From an optimization exercise on the open Yosys and OpenROAD flow, aimed at small area, a short achievable clock period and few clock cycles per item; shortcuts taken in it are not production practice. Function was checked by simulation only, so behaviour that the tests miss may differ from the original. Power is estimated from default activity; no workload was simulated.

==> build 98 <==
// preemptive_priority_scheduler
module preemptive_priority_scheduler (
  input  logic                          clk,
  input  logic                          rst_n,
  input  logic                          in_valid,
  output logic                          in_ready,
  input  logic                          in_cmd,
  input  logic [pps_pkg::PID_W-1:0]     in_process_id,
  input  logic [pps_pkg::LVL_W-1:0]     in_priority_level,
  output logic                          out_valid,
  input  logic                          out_ready,
  output logic                          out_running_valid,
  output logic [pps_pkg::PID_W-1:0]     out_running_pid,
  output logic [pps_pkg::LVL_W-1:0]     out_running_level,
  output logic                          out_preempt_flag,
  output logic [pps_pkg::PID_W-1:0]     out_preempted_pid,
  output logic [pps_pkg::STATUS_W-1:0]  out_status
);
==> flow/config.mk <==
export PLATFORM = sky130hd
export DESIGN_NAME = preemptive_priority_scheduler
export DESIGN_NICKNAME = preemptive_priority_scheduler
export VERILOG_FILES = /design/flow/design.v
export SDC_FILE = /design/flow/constraint.sdc
export NUM_CORES = 4
export LEC_CHECK = 0
export CAP_MARGIN = 20
export CORE_MARGIN = 2
export CORE_UTILIZATION = 50
export CTS_BUF_LIST = sky130_fd_sc_hd__clkbuf_8
export CTS_CLUSTER_DIAMETER = 45
export CTS_CLUSTER_SIZE = 16
export SETUP_SLACK_MARGIN = 3.4
export SLEW_MARGIN = 20
==> flow/constraint.sdc <==
create_clock -name core_clock -period 6.0 [get_ports {clk}]
set_input_delay 1.2000 -clock core_clock [delete_from_list [all_inputs] [get_ports {clk}]]
set_output_delay 1.2000 -clock core_clock [all_outputs]
set_load 0.01 [all_outputs]
standard.sh (not shown) runs the stock make flow with config.mk's settings and CLKGATE_MAP_FILE= SYNTH_SCRIPT=/design/flow/synth_recipe.tcl, a recipe that flattens the netlist after the stock synthesis.
==> flow/flow/run.sh <==
#!/bin/bash
# The standard layout, except for the clock tree synthesis arguments below:
# no dummy loads are inserted (the other arguments are the ones the
# standard flow derives from config.mk). Each tool's output goes to its log
# under orfs/logs; make's own output goes to standard_flow.log here.
set -euo pipefail
CTS="-sink_clustering_enable -repair_clock_nets -sink_clustering_size 16 -sink_clustering_max_diameter 45 -buf_list sky130_fd_sc_hd__clkbuf_8 -dont_use_dummy_load"
bash standard.sh finish "CTS_ARGS=$CTS" > standard_flow.log 2>&1
==> inputs of build 81, as changes to build 98 <==
--- a/flow/design.v
+++ b/flow/design.v
@@ -48,33 +48,20 @@
   localparam int D = 16;
   localparam int W = 16;
   logic         c0v, c1v;
   logic         c0_cmd, c1_cmd;
   logic [W-1:0] c0_pid, c1_pid;
   logic [2:0]   c0_lvl, c1_lvl;
-  logic [4:0]   c0_oh, c1_oh, in_oh;
   logic [2:0]   in_lvl_sat;
   logic         accept, proc;
   logic         ov;
   assign in_lvl_sat = (in_priority_level > 3'd4) ? 3'd4 : in_priority_level;
-  always_comb
-    for (int l = 0; l < 5; l++) in_oh[l] = (in_lvl_sat == 3'(l));
-  assign in_ready   = rdy_r;
+  assign in_ready   = !c1v;
   assign accept     = in_valid && !c1v;
   assign proc       = c0v && (!ov || out_ready);
   assign out_valid  = ov;
-  logic rdy_r, c1v_d;
-  always_comb begin
-    c1v_d = c1v;
-    if (proc)      c1v_d = 1'b0;
-    else if (c0v)  c1v_d = c1v || accept;
-  end
-  always_ff @(posedge clk) begin
-    if (!rst_n) rdy_r <= 1'b1;
-    else        rdy_r <= !c1v_d;
-  end
   always_ff @(posedge clk) begin
     if (!rst_n) begin
       c0v <= 1'b0;
       c1v <= 1'b0;
       ov  <= 1'b0;
     end else begin
@@ -93,46 +80,44 @@
   assign c0_en = (proc || !c0v) && (c1v || in_valid);
   always_ff @(posedge clk) begin
     if (c0_en) begin
       c0_cmd <= c1v ? c1_cmd : in_cmd;
       c0_pid <= c1v ? c1_pid : in_process_id;
       c0_lvl <= c1v ? c1_lvl : in_lvl_sat;
-      c0_oh  <= c1v ? c1_oh : in_oh;
     end
     if (accept) begin
       c1_cmd <= in_cmd;
       c1_pid <= in_process_id;
       c1_lvl <= in_lvl_sat;
-      c1_oh  <= in_oh;
     end
   end
   logic         busy;
   logic [W-1:0] slot_pid;
   logic [2:0]   slot_lvl;
-  logic [L-1:0] slot_oh, slot_gt;    
   logic [3:0]   h_lo [L];
   logic [3:0]   h_hi [L];
   logic [3:0]   t_lo [L];
   logic [3:0]   t_hi [L];
   logic [L-1:0] ne, full;
   logic [D*W-1:0] mem [L];
   logic         is_rel;
   logic         preempt;
+  logic [2:0]   push_lvl;
+  logic [W-1:0] wdata;
   logic [L-1:0] top_oh, push_oh;
   logic         any_ne, push_full;
   logic [2:0]   top_lvl;
   logic [W-1:0] rd;
   logic [W-1:0] rdl [L];
   assign is_rel   = c0_cmd;
-  assign preempt  = busy && |(c0_oh & slot_gt);
-  logic [W-1:0] wdata [L];
-  always_comb
-    for (int l = 0; l < L; l++) wdata[l] = c0_oh[l] ? c0_pid : slot_pid;
+  assign preempt  = busy && (c0_lvl > slot_lvl);
+  assign push_lvl = preempt ? slot_lvl : c0_lvl;
+  assign wdata    = preempt ? slot_pid : c0_pid;
   always_comb begin
     for (int l = 0; l < L; l++) begin
-      push_oh[l] = preempt ? slot_oh[l] : c0_oh[l];
+      push_oh[l] = (push_lvl == 3'(l));
       top_oh[l]  = ne[l];
       for (int k = l + 1; k < L; k++) top_oh[l] = top_oh[l] && !ne[k];
     end
     any_ne  = |ne;
     top_lvl = {ne[4], !ne[4] && (ne[3] || ne[2]), !ne[4] && (ne[3] || (!ne[2] && ne[1]))};
   end
@@ -209,57 +194,49 @@
   assign slot_lvl_d = is_rel ? top_lvl : c0_lvl;
   assign res_en     = proc;
   assign pflag_d    = !is_rel && preempt;
   assign ppid_d     = pflag_d ? slot_pid : '0;
   assign status_d   = (is_rel && !busy)              ? 2'd2 :
                       (!is_rel && busy && push_full) ? 2'd1 : 2'd0;
-  logic [L-1:0] slot_oh_d, slot_gt_d;
-  always_comb begin
-    slot_oh_d = is_rel ? top_oh : c0_oh;
-    slot_gt_d[0] = 1'b0;
-    for (int l = 1; l < L; l++) slot_gt_d[l] = slot_gt_d[l-1] || slot_oh_d[l-1];
-  end
-  always_ff @(posedge clk) begin
-    if (proc) begin
-      if (is_rel || !busy || preempt) begin
-        slot_pid <= slot_pid_d;
-        slot_lvl <= slot_lvl_d;
-        slot_oh  <= slot_oh_d;
-        slot_gt  <= slot_gt_d;
-      end
+  always_ff @(posedge clk) begin
+    if (slot_en) begin
+      slot_pid <= slot_pid_d;
+      slot_lvl <= slot_lvl_d;
     end
   end
   logic [W-1:0] o_pid;
   logic [2:0]   o_lvl;
   logic         o_pflag;
   logic [W-1:0] o_ppid;
   logic [1:0]   o_status;
   always_ff @(posedge clk) begin
-    o_pid <= slot_en ? slot_pid_d : slot_pid;
-    o_lvl <= slot_en ? slot_lvl_d : slot_lvl;
-  end
-  logic o_busy;
-  always_ff @(posedge clk)
-    o_busy <= proc ? (is_rel ? (any_ne && busy) : 1'b1) : busy;
+    if (!rst_n) begin
+      o_pid <= '0;
+      o_lvl <= '0;
+    end else begin
+      o_pid <= slot_en ? slot_pid_d : slot_pid;
+      o_lvl <= slot_en ? slot_lvl_d : slot_lvl;
+    end
+  end
   always_ff @(posedge clk) begin
     if (!rst_n) begin
       o_pflag  <= 1'b0;
       o_ppid   <= '0;
       o_status <= '0;
     end else if (res_en) begin
       o_pflag  <= pflag_d;
       o_ppid   <= ppid_d;
       o_status <= status_d;
     end
   end
-  assign out_running_valid = o_busy;
+  assign out_running_valid = busy;
   assign out_running_pid   = o_pid;
   assign out_running_level = o_lvl;
   assign out_preempt_flag  = o_pflag;
   assign out_preempted_pid = o_ppid;
   assign out_status        = o_status;
   always_ff @(posedge clk) begin
     for (int l = 0; l < L; l++)
       for (int i = 0; i < D; i++)
-        if (!full[l] && t_hi[l][i/4] && t_lo[l][i%4]) mem[l][i*W +: W] <= wdata[l];
+        if (!full[l] && t_hi[l][i/4] && t_lo[l][i%4]) mem[l][i*W +: W] <= wdata;
   end
 endmodule
==> flow/run.sh (new file) <==
#!/bin/bash
# synth_recipe.tcl (not shown) runs the flow's synth.tcl, then flattens the netlist and writes it again
# the make line also repeats each setting of config.mk as NAME=value (left out here)
make -C /OpenROAD-flow-scripts/flow DESIGN_CONFIG=/design/flow/config.mk WORK_HOME=/design/flow/orfs CLKGATE_MAP_FILE= SYNTH_SCRIPT=/design/flow/synth_recipe.tcl finish
==> flow/config.mk (replaced) <==
export PLATFORM = sky130hd
export DESIGN_NAME = preemptive_priority_scheduler
export DESIGN_NICKNAME = preemptive_priority_scheduler
export VERILOG_FILES = /design/flow/design.v
export SDC_FILE = /design/flow/constraint.sdc
export NUM_CORES = 4
export LEC_CHECK = 0
export CAP_MARGIN = 20
export CORE_MARGIN = 2
export CORE_UTILIZATION = 60
export CTS_BUF_LIST = sky130_fd_sc_hd__clkbuf_8
export CTS_CLUSTER_DIAMETER = 45
export CTS_CLUSTER_SIZE = 16
export SETUP_SLACK_MARGIN = 3.6
export SLEW_MARGIN = 20
removed: flow/flow/run.sh
removed: flow/standard.sh
==> run notes <==
Build 81 finished but failed the layout checks on max-capacitance violations, max-slew violations. Build 98 ran to the end with no violations. Between build 81 and build 98, the lower register-to-register slack is in build 81 (gap 0.14 ns). Critical path depth is the same in build 98 and build 81. In build 98 the hold slack is worse than in build 81, by 0.061 ns. Routed wire length: build 98 is smaller than build 81 (about 14%). Via count: build 98 is lower than build 81 (about 8%). Against build 81, the total power of build 98 is smaller by about 9%. In build 98 the synthesized area is higher than in build 81, by about 2%. Between build 81 and build 98, the lower combinational power is in build 98 (gap 70%, measured against build 98). Between build 98 and build 81, the lower setup slack is in build 81 (gap 0.14 ns). In build 81 the global-route usage is higher than in build 98, by 10 points.
==> figures <==
	build 81	build 98
Total CTS buffers	144	146
Share of total power in the clock network	33.6%	29.7%
Power of the sequential group	11.6 mW	11.8 mW
Worst path max stage delay	0.84 ns	0.39 ns
Initial DRC Count	7473	5922
Status	complete, but fails checks	complete, no violations
Reasons for failing layout checks	max-capacitance violations, max-slew violations	-
Synth Cell Area	0.05569 mm^2	0.05675 mm^2
Simple logic cell fraction of the synthesized area	5.257%	4.559%
Sequential share of the synthesized area	76.60%	76.53%
Met2 wirelength from detailed routing	88270 um	79000 um
Critical path origin	h_hi[0][1]	h_lo[2][0]
Inst Count DP	4595	4961
Final Total Pwr	19.56 mW	17.89 mW
Data-path buffer share of cell area in the final layout	5.667%	3.961%
Routability Congestion	0.9205	0.9002
Post-CTS setup buffer count	103	53
Die Span X	308.7 um	340.9 um
Post-synthesis cell type count	77	63
Length of routed met3 wiring	30780 um	19300 um
Power density over cell area	296.1 mW/mm^2	282.3 mW/mm^2
Setup slack after placement	1.999 ns	1.715 ns
Testbench counts of build 98, summed over its fixed seeds: cycles 32,016, items 32,000.
Testbench counts of build 81, summed over its fixed seeds: cycles 32,016, items 32,000.

[re-timing with driven ports]
The results above use ideal ports. As a check the final layouts listed here were re-extracted and re-timed, cells and wires unchanged.
Step 1 (the two cells are an assumption about what drives the block):
set clk [get_ports {clk}]
set_driving_cell -lib_cell sky130_fd_sc_hd__clkbuf_16 $clk
set_driving_cell -lib_cell sky130_fd_sc_hd__buf_2 [delete_from_list [all_inputs] $clk]
Step 2 also shifts input and output timing later by t, the mid clock arrival at the registers, as if the neighbouring blocks saw the same clock.
a / b / c = ideal ports / drivers / drivers and shift; a / b = the first two.
run	shift t [ns]	setup WS [ns]	slew at the worst register clock pin (ns)	worst data-port slew with drivers (ns)
build 98	0.877	3.363 / 3.363 / 2.862	0.10 / 0.10	0.04
build 81	0.940	3.225 / 3.225 / 2.522	0.10 / 0.10	0.05
For build 81, which loses most, drivers alone change the setup slack by 0.000 ns; drivers and shift together by -0.703 ns.
